What follows belongs to an exercise in optimizing a design on an open flow for small area; a production flow would make more cautious choices. Function was checked by simulation only, so behaviour that the tests miss may differ from the original. Power figures rest on the tool's default switching activity, not on a simulated workload.

## rename_top
module rename_top
(
    input  logic        clk,
    input  logic        rst_n,
    input  logic        flush,
    input  logic        in_valid,
    input  logic [31:0] in_pc,
    input  logic [4:0]  in_rd,
    input  logic [4:0]  in_rs1,
    input  logic [4:0]  in_rs2,
    output logic        out_valid,
    output logic [31:0] out_pc,
    output logic [4:0]  out_rd,
    output logic        out_has_dest,
    output logic [5:0]  out_rd_preg,
    output logic [5:0]  out_old_preg,
    output logic [5:0]  out_rs1_preg,
    output logic        out_rs1_valid,
    output logic [5:0]  out_rs2_preg,
    output logic        out_rs2_valid,
    output logic [2:0]  out_rob_idx,
    output logic        stall,
    input  logic        wb_valid,
    input  logic [2:0]  wb_rob_idx,
    input  logic [31:0] wb_value,
    input  logic        wb_exception,
    output logic        commit_valid,
    output logic [2:0]  commit_rob_idx,
    output logic [31:0] commit_pc,
    output logic [4:0]  commit_rd,
    output logic        commit_has_dest,
    output logic [5:0]  commit_new_preg,
    output logic [5:0]  commit_old_preg,
    output logic [31:0] commit_value,
    output logic        commit_exception,
    output logic        rob_empty
);
Size: ~970 flip-flops, roughly 250 I/O pins.
==> flow/config.mk <==
export PLATFORM = sky130hd
export DESIGN_NAME = rename_top
export DESIGN_NICKNAME = rename_top
export VERILOG_FILES = /design/flow/design.v
export SDC_FILE = /design/flow/constraint.sdc
export NUM_CORES = 4
export LEC_CHECK = 0
export CAP_MARGIN = 20
export CORE_MARGIN = 2
export CORE_UTILIZATION = 60
export SLEW_MARGIN = 20
==> flow/constraint.sdc <==
create_clock -name core_clock -period 5.0 [get_ports {clk}]
set_input_delay 1.0000 -clock core_clock [delete_from_list [all_inputs] [get_ports {clk}]]
set_output_delay 1.0000 -clock core_clock [all_outputs]
set_load 0.01 [all_outputs]
standard.sh (not shown) runs the stock make flow with config.mk's settings and CLKGATE_MAP_FILE= SYNTH_SCRIPT=/design/flow/synth_recipe.tcl, a recipe that flattens the netlist after the stock synthesis.
==> flow/flow/run.sh <==
#!/bin/bash
# Standard ORFS layout (the standard.sh), with two changes:
#  - synthesis maps logic with an area-oriented ABC script (abc_area_map.script)
#    instead of ORFS's delay-oriented one; registers are mapped exactly as in the
#    standard synthesis (dfflibmap runs before ABC, and ABC does not touch them);
#  - the clock tree is built without dummy loads;
#  - ports are buffered with sky130_fd_sc_hd__buf_1 (every port still gets a buffer).
set -euo pipefail
WORK=$(pwd)
export MY_ABC_SCRIPT="$WORK/flow/abc_area_map.script"
export CTS_ARGS="-sink_clustering_enable -repair_clock_nets -dont_use_dummy_load -sink_clustering_size 30 -sink_clustering_max_diameter 80"
export BUFFER_PORTS_ARGS="-buffer_cell sky130_fd_sc_hd__buf_1"
bash standard.sh SYNTH_SCRIPT="$WORK/flow/synth_area.tcl" finish > "$WORK/flow_make.log" 2>&1
==> flow/flow/abc_area_map.script <==
strash
dc2
strash
&get -n
&dch -f
&nf -R 1000
&put
topo
strash
dc2
strash
&get -n
&dch -f
&nf -R 1000
&put
topo
strash
dc2
strash
&get -n
&dch -f
&nf -R 1000
&put
topo
==> flow/flow/synth_area.tcl <==
# synth_recipe.tcl with ABC's script swapped for the one MY_ABC_SCRIPT names.
proc synth {args} { yosys synth -nofsm -noshare {*}$args }
proc abc {args} {
  set i [lsearch -exact $args -script]
  if { $i >= 0 && [info exists ::env(MY_ABC_SCRIPT)] } { lset args [expr {$i+1}] $::env(MY_ABC_SCRIPT) }
  yosys abc {*}$args
}
source $::env(SCRIPTS_DIR)/synth.tcl
# left out here: clear keep_hierarchy, flatten, clean up, hide names made inside functions, write 1_2_yosys.v
Edit:
--- a/flow/flow/run.sh
+++ b/flow/flow/run.sh
@@ -11 +11 @@
-export CTS_ARGS="-sink_clustering_enable -repair_clock_nets -dont_use_dummy_load -sink_clustering_size 30 -sink_clustering_max_diameter 80"
+export CTS_ARGS="-sink_clustering_enable -repair_clock_nets -dont_use_dummy_load -sink_clustering_size 25 -sink_clustering_max_diameter 60"
==> flow/flow/abc_area_map.script (replaced) <==
strash
dc2
strash
dch -f
amap -F 30 -A 30
topo
CAP_MARGIN = 5   (was 20)
CORE_UTILIZATION = 40   (was 60)
GPL_TIMING_DRIVEN = 0   (was not set)
SLEW_MARGIN = 5   (was 20)
Outcome: Sequential share of layout area came out lower by 4.0 points. Final cell count rose by about a fifth. Via count decreases by a few percent. Routed wire length decreases slightly. Setup slack is better by 0.056 ns. Count of clock-buffer cells in the layout goes up by 34. Total power goes up by a quarter to a third. Sequential power went up by a few percent. Design area climbs by a few percent. First-iteration DRC count shrinks by a quarter to a third.
Edit:
--- a/flow/flow/run.sh
+++ b/flow/flow/run.sh
@@ -11 +11 @@
-export CTS_ARGS="-sink_clustering_enable -repair_clock_nets -dont_use_dummy_load -sink_clustering_size 25 -sink_clustering_max_diameter 60"
+export CTS_ARGS="-sink_clustering_enable -repair_clock_nets -dont_use_dummy_load -sink_clustering_size 30 -sink_clustering_max_diameter 80"
CAP_MARGIN = 20   (was 5)
CORE_UTILIZATION = 60   (was 40)
GPL_TIMING_DRIVEN = not set   (was 0)
SLEW_MARGIN = 20   (was 5)
Worst setup slack gets worse by 0.050 ns.
Non-clock buffer count shrinks by 29.
Global-route usage grows by 13 points.
Die area shrinks by a quarter to a third.
Fmax shrinks slightly.
Via count grows by a few percent.
Routed wire length shrinks by a few percent.

==> what the ideal ports hide <==
The flow's constraints put no driver on any port. The routed layouts listed below were extracted and timed again, unchanged, in two steps. Step 1: set_driving_cell puts a clkbuf_16 on clk and a buf_2 on each other input, an assumption about the parent block. Step 2 also shifts input and output timing later by t, the mid clock arrival at the registers, as if the neighbouring blocks saw the same clock. a / b / c = ideal / step 1 / step 2; a / b = the first two.
| run | t, ns | setup slack, ns | worst slew at a driven data input, ns | pins driven straight from the clock port |
|---|---|---|---|---|
| the first run | 0.665 | 0.109 / 0.044 / 0.650 | 0.15 | 1 |
| the second run | 0.715 | 0.165 / 0.096 / -0.577 | 0.10 | 1 |
| the third run | 0.663 | 0.115 / 0.049 / 0.554 | 0.13 | 1 |
With both steps, setup timing fails in the second run, where it was met with ideal ports. For the second run, which loses most, drivers alone change the setup slack by -0.069 ns; drivers and shift together by -0.742 ns.
